From an optimization exercise on the open Yosys and OpenROAD flow, aimed at small area, a short achievable clock period and few clock cycles per item; shortcuts taken in it are not production practice. Where RTL was checked, it was by simulation tests only, not by an equivalence proof against the original.

==> flow/design.v (excerpt) <==
module julia_pixel_engine #(
  parameter int H_RES    = 640,
  parameter int V_RES    = 480,
  parameter int MAX_ITER = 255,
  parameter int FRAC     = 12
) (
  input  logic        clk,
  input  logic        reset_n,
  input  logic        start,
  input  logic        abort,
  input  logic [15:0] c_re,
  input  logic [15:0] c_im,
  input  logic [15:0] re_start,
  input  logic [15:0] im_start,
  input  logic [15:0] step,
  output logic        draw,
  input  logic        draw_ready,
  output logic [9:0]  x,
  output logic [9:0]  y,
  output logic [7:0]  i,
  output logic        busy,
  output logic        frame_done
);
  localparam logic [9:0] X_LAST   = 10'(H_RES - 1);
  localparam logic [9:0] Y_LAST   = 10'(V_RES - 1);
  localparam logic [7:0] ITER_CAP = 8'(MAX_ITER);
  localparam int         NRES     = 6;    
  localparam int         TW       = 3;
  logic busy_q, done_q, draw_q;
  logic run;
  assign run = busy_q & ~done_q;
  logic [15:0] cre_q, cim_q, re0_q, step_q;
  logic [15:0] cur_re, cur_im;
  logic [9:0]  xg;
  logic [9:0]  xo, yo;
  logic [7:0]  io;
  logic [14:0]   zr1, zi1;
  logic          big1, act1;
  logic [7:0]    it1;
  logic [TW-1:0] tg1;
  logic qa0_0;
  logic qa1_0;
  logic qa0_1;
  ...
Size in the first run: roughly 3600 cells after synthesis, ~470 flip-flops, about 120 I/O pins.
export LEC_CHECK = 0
export CAP_MARGIN = 20
export CORE_MARGIN = 2
export CORE_UTILIZATION = 40
export PLACE_DENSITY = 0.6
export SLEW_MARGIN = 20
create_clock -name core_clock -period 11.0 [get_ports {clk}]
standard.sh (not shown) runs the stock make flow with config.mk's settings and CLKGATE_MAP_FILE= SYNTH_SCRIPT=/design/flow/synth_recipe.tcl, a recipe that flattens the netlist after the stock synthesis.
==> flow/flow/run.sh <==
#!/bin/bash
# Standard ORFS layout (the standard.sh, unchanged synthesis), with the resizer's
# setup repair aimed below the clock period: repair_timing gets a setup margin so that
# it keeps improving paths after the 11 ns constraint is met. The make output goes to
# flow_standard.log here; ORFS's own per-step logs are under orfs/logs.
set -euo pipefail
export SETUP_SLACK_MARGIN=7.2
bash standard.sh > flow_standard.log 2>&1
Testbench counts at the start, summed over its fixed seeds: cycles 2,665,150, pixels 61,440.
Rerun with:
==> flow/run.sh (new file) <==
#!/bin/bash
# synth_recipe.tcl (not shown) runs the flow's synth.tcl, then flattens the netlist and writes it again
# the make line also repeats each setting of config.mk as NAME=value (left out here)
make -C /OpenROAD-flow-scripts/flow DESIGN_CONFIG=/design/flow/config.mk WORK_HOME=/design/flow/orfs CLKGATE_MAP_FILE= SYNTH_SCRIPT=/design/flow/synth_recipe.tcl finish
removed: flow/flow/run.sh
removed: flow/standard.sh
After rerunning: The new run passed the timing, design-rule and antenna checks. Fmax is lower by 22%. Flip-flop and latch count does not change. Design area is lower by 4.7%. Worst hold slack loses 0.011 ns. Worst setup slack loses 1.0 ns. Die area does not change. Routed wire length is lower by 6.0%. Clock skew is higher by 0.019 ns. Global-route usage is lower by 0.72 points.
Rerun with:
==> flow/flow/run.sh (new file) <==
#!/bin/bash
# Standard ORFS layout (the standard.sh, unchanged synthesis), with the resizer's
# setup repair aimed below the clock period: repair_timing gets a setup margin so that
# it keeps improving paths after the 11 ns constraint is met.
set -euo pipefail
export SETUP_SLACK_MARGIN=7.7
bash standard.sh > flow_standard.log 2>&1
==> flow/standard.sh (new file) <==
#!/bin/bash
# synth_recipe.tcl (not shown) runs the flow's synth.tcl, then flattens the netlist and writes it again
# the make line also repeats each setting of config.mk as NAME=value (left out here)
make -C /OpenROAD-flow-scripts/flow DESIGN_CONFIG=/design/flow/config.mk WORK_HOME=/design/flow/orfs CLKGATE_MAP_FILE= SYNTH_SCRIPT=/design/flow/synth_recipe.tcl "${@:-finish}"
removed: flow/run.sh
Outcome: The new run finished clean; fmax increases by 28%; cell area increases by about 13%; worst setup slack is better by 1.0 ns; synthesized cell count stays the same; via count increases by 8.2%; synthesized area does not change; worst hold slack is better by 0.010 ns; sequential cell count does not change.
Rerun with:
--- a/flow/flow/run.sh
+++ b/flow/flow/run.sh
@@ -4,4 +4,4 @@
 # it keeps improving paths after the 11 ns constraint is met.
 set -euo pipefail
-export SETUP_SLACK_MARGIN=7.7
+export SETUP_SLACK_MARGIN=7.2
 bash standard.sh > flow_standard.log 2>&1
Cell area decreases by 7.3%.
Global-route usage shrinks by 1.8 points.
Wire length drops by 7.5%.
Synthesized cell count is unchanged.
Hold slack stays flat.
Fmax is about the same.
Sequential share of layout area goes up by 1.8 points.
Clock skew shrinks by 0.022 ns.

========
Another version of the RTL of julia_pixel_engine (not shown whole).
For scale: roughly 3,400 cells after synthesis, ~120 I/O pins, about 0.034 sq mm of cells after synthesis.
Settings: LEC_CHECK=0, CAP_MARGIN=20, CORE_MARGIN=2, CORE_UTILIZATION=40, PLACE_DENSITY=0.6, SLEW_MARGIN=20; clock period 11.0 ns.
==> flow/flow/run.sh <==
#!/bin/bash
# Standard ORFS layout (the standard.sh, unchanged synthesis), with the resizer's
# setup repair aimed below the clock period: repair_timing gets a setup margin so that
# it keeps improving paths after the 11 ns constraint is met. The make output goes to
# flow_standard.log here; ORFS's own per-step logs are under orfs/logs.
set -euo pipefail
export SETUP_SLACK_MARGIN=7.8
bash standard.sh > flow_standard.log 2>&1
Edit:
--- a/flow/flow/run.sh
+++ b/flow/flow/run.sh
@@ -6,3 +6,3 @@
 set -euo pipefail
-export SETUP_SLACK_MARGIN=7.8
+export SETUP_SLACK_MARGIN=7.6
 bash standard.sh > flow_standard.log 2>&1
The changed run completed without violations. Design area came out lower by 3.3%. Sequential share of layout area climbs by 0.86 points. First-iteration DRC count went down by 9.7%.
No functional check of the RTL was part of any run of this note.

========
== run A ==
julia_pixel_engine, a different RTL version from the one above (not shown whole).
For scale: roughly 510 flip-flops.
export LEC_CHECK = 0
export CAP_MARGIN = 20
export CORE_MARGIN = 2
export CORE_UTILIZATION = 40
export PLACE_DENSITY = 0.6
export SLEW_MARGIN = 20
create_clock -name core_clock -period 11.0 [get_ports {clk}]
==> flow/flow/run.sh <==
#!/bin/bash
# Standard ORFS layout (the standard.sh, unchanged synthesis), with the resizer's
# setup repair aimed below the clock period: repair_timing gets a setup margin so that
# it keeps improving paths after the 11 ns constraint is met. The make output goes to
# flow_standard.log here; ORFS's own per-step logs are under orfs/logs.
set -euo pipefail
export SETUP_SLACK_MARGIN=7.6
bash standard.sh > flow_standard.log 2>&1
Run A finished every step from synthesis to the final layout, and the layout passed the timing, design-rule and antenna checks.
Testbench counts of run A, summed over its fixed seeds: cycles 2,658,186, pixels 61,440.
diff inputs: run A => run B
--- a/flow/flow/run.sh
+++ b/flow/flow/run.sh
@@ -7,2 +7,4 @@
 export SETUP_SLACK_MARGIN=7.6
+# port buffers: a plain buffer instead of the delay cell buffer_ports picks by default
+export BUFFER_PORTS_ARGS="-buffer_cell sky130_fd_sc_hd__buf_1"
 bash standard.sh > flow_standard.log 2>&1
--- a/flow/config.mk
+++ b/flow/config.mk
@@ -9,4 +9,4 @@
 export CORE_MARGIN = 2
-export CORE_UTILIZATION = 40
-export PLACE_DENSITY = 0.6
+export CORE_UTILIZATION = 60
+export PLACE_DENSITY = 0.75
 export SLEW_MARGIN = 20
The final layout from run B, which completed every stage, passed the timing, design-rule and antenna checks at the end of the flow.
Taking run A as the reference, in run B overall die width decreased by 18% relative to the old numbers; layout buffering overhead excluding clock cells moved down.
Run B vs. run A: final area decreased by 1100 um2 relative to the old numbers; non-clock buffer count decreased by 14 relative to the old numbers.
Input changes introduced in run C (baseline for comparison: run B):
--- a/flow/config.mk
+++ b/flow/config.mk
@@ -9,4 +9,5 @@
 export CORE_MARGIN = 2
-export CORE_UTILIZATION = 60
-export PLACE_DENSITY = 0.75
+export CORE_UTILIZATION = 40
+export CTS_BUF_LIST = sky130_fd_sc_hd__clkbuf_4 sky130_fd_sc_hd__clkbuf_8
+export PLACE_DENSITY = 0.6
 export SLEW_MARGIN = 20
Run B completed; timing, DRC and antenna clean. No stage failed in run C, and the final checks on the layout all came back clean. Area of the multi-input gates: run B vs run C — no meaningful difference.
For run D, these inputs were changed with respect to run C:
--- a/flow/flow/run.sh
+++ b/flow/flow/run.sh
@@ -6,5 +6,3 @@
 set -euo pipefail
-export SETUP_SLACK_MARGIN=7.6
-# port buffers: a plain buffer instead of the delay cell buffer_ports picks by default
-export BUFFER_PORTS_ARGS="-buffer_cell sky130_fd_sc_hd__buf_1"
+export SETUP_SLACK_MARGIN=7.7
 bash standard.sh > flow_standard.log 2>&1
--- a/flow/config.mk
+++ b/flow/config.mk
@@ -10,3 +10,2 @@
 export CORE_UTILIZATION = 40
-export CTS_BUF_LIST = sky130_fd_sc_hd__clkbuf_4 sky130_fd_sc_hd__clkbuf_8
 export PLACE_DENSITY = 0.6
Notes after the runs:
The placer congestion estimate on run C is in line with that on run D.
Run D: count of cell instances traversed by the critical path is 1 lower than what run C reported.
Final sequential cell count: run C vs run D identical
Run D vs. run C: setup slack saw an increase, total clock buffers created by CTS saw a decrease.
From run C to run D, number of register bits inferred by synthesis did not move at all.
Run D improves on run C in via count.
Against run C, minimum setup slack among reg-to-reg paths in run D came out better.

========
== v26 ==
julia_pixel_engine again, from the RTL that the note above started with.
// julia_pixel_engine
module julia_pixel_engine #(
  parameter int H_RES    = 640,
  parameter int V_RES    = 480,
  parameter int MAX_ITER = 255,
  parameter int FRAC     = 12
) (
  input  logic        clk,
  input  logic        reset_n,
  input  logic        start,
  input  logic        abort,
  input  logic [15:0] c_re,
  input  logic [15:0] c_im,
  input  logic [15:0] re_start,
  input  logic [15:0] im_start,
  input  logic [15:0] step,
  output logic        draw,
  input  logic        draw_ready,
  output logic [9:0]  x,
  output logic [9:0]  y,
  output logic [7:0]  i,
  output logic        busy,
  output logic        frame_done
);
  localparam logic [9:0] X_LAST   = 10'(H_RES - 1);
  localparam logic [9:0] Y_LAST   = 10'(V_RES - 1);
  localparam logic [7:0] ITER_CAP = 8'(MAX_ITER);
  localparam int         NRES     = 6;    
  localparam int         TW       = 3;
  logic busy_q, done_q, draw_q;
  logic busy_o, draw_o;           
  logic run;
  assign run = busy_q & ~done_q;
  logic [15:0] cre_q, cim_q, re0_q, step_q;
  logic [15:0] cur_re, cur_im;
  logic [9:0]  xg;
  logic [9:0]  xo, yo;
  logic [7:0]  io;
  logic [13:0]   ur1, ui1;       
  logic          sr1, si1;       
  logic          x01;            
  logic bone0;
  logic btwo0;
  logic bneg0;
  logic bnegx0;
  logic bone1;
  logic btwo1;
  logic bneg1;
  logic bnegx1;
  logic bone2;
  logic btwo2;
  logic bneg2;
  logic bnegx2;
  logic bone3;
  logic btwo3;
  logic bneg3;
  logic bnegx3;
  logic bone4;
  logic btwo4;
  logic bneg4;
  ...
export LEC_CHECK = 0
export CAP_MARGIN = 20
export CORE_MARGIN = 2
export CORE_UTILIZATION = 40
export PLACE_DENSITY = 0.6
export SLEW_MARGIN = 20
create_clock -name core_clock -period 11.0 [get_ports {clk}]
==> flow/flow/run.sh <==
#!/bin/bash
# Standard ORFS layout (the standard.sh, unchanged synthesis), with the resizer's
# setup repair aimed below the clock period: repair_timing gets a setup margin so that
# it keeps improving paths after the 11 ns constraint is met. The make output goes to
# flow_standard.log here; ORFS's own per-step logs are under orfs/logs.
set -euo pipefail
export SETUP_SLACK_MARGIN=7.6
# port buffers: a plain buffer instead of the delay cell buffer_ports picks by default
export BUFFER_PORTS_ARGS="-buffer_cell sky130_fd_sc_hd__buf_2"
bash standard.sh > flow_standard.log 2>&1
Testbench counts of v26, summed over its fixed seeds: cycles 2,658,186, pixels 61,440.
Inputs modified between v26 and v7:
# v26
export LEC_CHECK = 0
export CAP_MARGIN = 20
export CORE_MARGIN = 2
export CORE_UTILIZATION = 40
export PLACE_DENSITY = 0.6
export SLEW_MARGIN = 20
create_clock -name core_clock -period 11.0 [get_ports {clk}]
# v7
export LEC_CHECK = 0
export CAP_MARGIN = 5
export CORE_MARGIN = 2
export CORE_UTILIZATION = 40
export PLACE_DENSITY = 0.6
export SLEW_MARGIN = 5
create_clock -name core_clock -period 11.0 [get_ports {clk}]
-- flow/flow/run.sh --
<<< v26, line 8
# port buffers: a plain buffer instead of the delay cell buffer_ports picks by default
export BUFFER_PORTS_ARGS="-buffer_cell sky130_fd_sc_hd__buf_2"
bash standard.sh > flow_standard.log 2>&1
>>> v7, line 8
# port buffers: a plain buffer instead of the delay cell buffer_ports picks by default
export BUFFER_PORTS_ARGS="-buffer_cell sky130_fd_sc_hd__buf_1"
bash standard.sh > flow_standard.log 2>&1
## What came out
- Summary of v7 over v26: total length of routed met3 wires now larger; via count of the routed design now smaller.
- Slew at the pin closest to its max-slew limit in v7 is 0.024 ns above v26.
- sky130_fd_sc_hd__a2111o_1 as the cell type of the slowest stage on the worst timing path was reported by v26, and sky130_fd_sc_hd__o211ai_1 by v7.
What v23 does differently from v7 at the input level:
# v7
export LEC_CHECK = 0
export CAP_MARGIN = 5
export CORE_MARGIN = 2
export CORE_UTILIZATION = 40
export PLACE_DENSITY = 0.6
export SLEW_MARGIN = 5
create_clock -name core_clock -period 11.0 [get_ports {clk}]
# v23
export LEC_CHECK = 0
export CAP_MARGIN = 20
export CORE_MARGIN = 2
export CORE_UTILIZATION = 40
export PLACE_DENSITY = 0.6
export SLEW_MARGIN = 20
create_clock -name core_clock -period 11.0 [get_ports {clk}]
-- flow/flow/run.sh --
<<< v7, line 9
export BUFFER_PORTS_ARGS="-buffer_cell sky130_fd_sc_hd__buf_1"
bash standard.sh > flow_standard.log 2>&1
>>> v23, line 9
export BUFFER_PORTS_ARGS="-buffer_cell sky130_fd_sc_hd__buf_1"
# clock tree: the standard options, without the dummy loads CTS adds to balance its leaves
export CTS_ARGS="-sink_clustering_enable -repair_clock_nets -dont_use_dummy_load"
bash standard.sh > flow_standard.log 2>&1
## What came out
- Every run (v7 and v23) finished clean.
- Re register-to-register slack: v7 and v23 aren't equal, and the higher value belongs to v7.
- Critical path endpoint = reh3[16]: v23; critical path endpoint = reh3[17]: v7
- Reported for v7 and v23, maximum fanout along the worst path turned out identical to the last digit.
- Compared with v7, v23 has less setup slack.
- Taking v7 as the reference, in v23 layout cell share with drive strength beyond 1 fell 0.66 points, met2 routed wirelength fell 370 µm, relative area change from synthesis to final layout fell 1.4 points.
- Critical path arrival was higher in the run labelled v23.
- Diff v7 -> v23: sequential cell count comparable, die area comparable, total detailed-routing wirelength comparable.
> inputs changed (v23 -> v49)
-- flow/flow/run.sh --
<<< v23, line 9
export BUFFER_PORTS_ARGS="-buffer_cell sky130_fd_sc_hd__buf_1"
# clock tree: the standard options, without the dummy loads CTS adds to balance its leaves
export CTS_ARGS="-sink_clustering_enable -repair_clock_nets -dont_use_dummy_load"
bash standard.sh > flow_standard.log 2>&1
>>> v49, line 9
export BUFFER_PORTS_ARGS="-buffer_cell sky130_fd_sc_hd__buf_1"
bash standard.sh > flow_standard.log 2>&1
--- outcome ---
Changes observed in v49 relative to v23: depth of the most critical reg-to-reg path saw a decrease; total non-filler cell area in the finished layout increased 1.3%; total routing resource utilization after global routing held; clock buffer count from CTS saw little to no change. Sort v49 and v23 by wire length of the first global-routing pass desc -> top: v49. On number of antenna violations at the first check in global routing, v49 and v23 are basically level. Per the comparison of v49 with v23, worst setup slack higher.

==> what the ideal ports hide <==
How much do the figures lean on ideal ports? The routed layouts below were timed once more, with nothing changed but the port constraints. Step 1 (the two cells are an assumption about what drives the block):
set clk [get_ports {clk}]
set_driving_cell -lib_cell sky130_fd_sc_hd__clkbuf_16 $clk
set_driving_cell -lib_cell sky130_fd_sc_hd__buf_2 [delete_from_list [all_inputs] $clk]
Step 2 adds t to the input delays and takes it off the output delays; t is the mean of the earliest and latest rising clock arrival at the registers after step 1. Input paths then give back, and output paths get back, about the clock's delay inside the block. Three values: ideal ports, drivers, drivers and shift; two values: the first two.
run	t (ns)	setup slack, ns	hold WS [ns]	worst register clock-pin slew, ns	worst slew at a driven data input, ns
the first run of note 1	0.703	7.211 / 7.207 / 6.979	0.326 / 0.326 / 0.326	0.07 / 0.07	0.08
the second run of note 1	0.689	6.162 / 6.162 / 6.162	0.316 / 0.316 / 0.316	0.07 / 0.07	0.08
the third run of note 1	0.696	7.206 / 7.206 / 7.092	0.326 / 0.326 / 0.326	0.07 / 0.07	0.10
the fourth run of note 1	0.703	7.211 / 7.207 / 6.979	0.326 / 0.326 / 0.326	0.07 / 0.07	0.08
the first run of note 2	0.697	7.617 / 7.568 / 7.271	0.321 / 0.321 / 0.321	0.07 / 0.07	0.05
the second run of note 2	0.690	7.478 / 7.478 / 7.086	0.320 / 0.320 / 0.320	0.07 / 0.07	0.07
run A	0.689	7.602 / 7.576 / 7.212	0.326 / 0.326 / 0.326	0.07 / 0.07	0.05
run B	0.673	7.518 / 7.518 / 7.103	0.326 / 0.326 / 0.326	0.07 / 0.07	0.06
run C	0.753	7.533 / 7.506 / 7.131	0.325 / 0.325 / 0.325	0.07 / 0.07	0.05
run D	0.679	7.599 / 7.559 / 7.129	0.325 / 0.325 / 0.325	0.06 / 0.06	0.07
v26	0.691	7.550 / 7.548 / 7.204	0.324 / 0.324 / 0.324	0.07 / 0.07	0.06
v7	0.673	7.571 / 7.571 / 7.140	0.323 / 0.323 / 0.323	0.06 / 0.06	0.05
v23	0.655	7.427 / 7.427 / 7.150	0.319 / 0.319 / 0.319	0.06 / 0.06	0.05
v49	0.673	7.571 / 7.571 / 7.140	0.323 / 0.323 / 0.323	0.06 / 0.06	0.05
After both steps every run listed still meets setup and hold. For run D, which loses most, drivers alone change the setup slack by -0.040 ns; drivers and shift together by -0.470 ns.
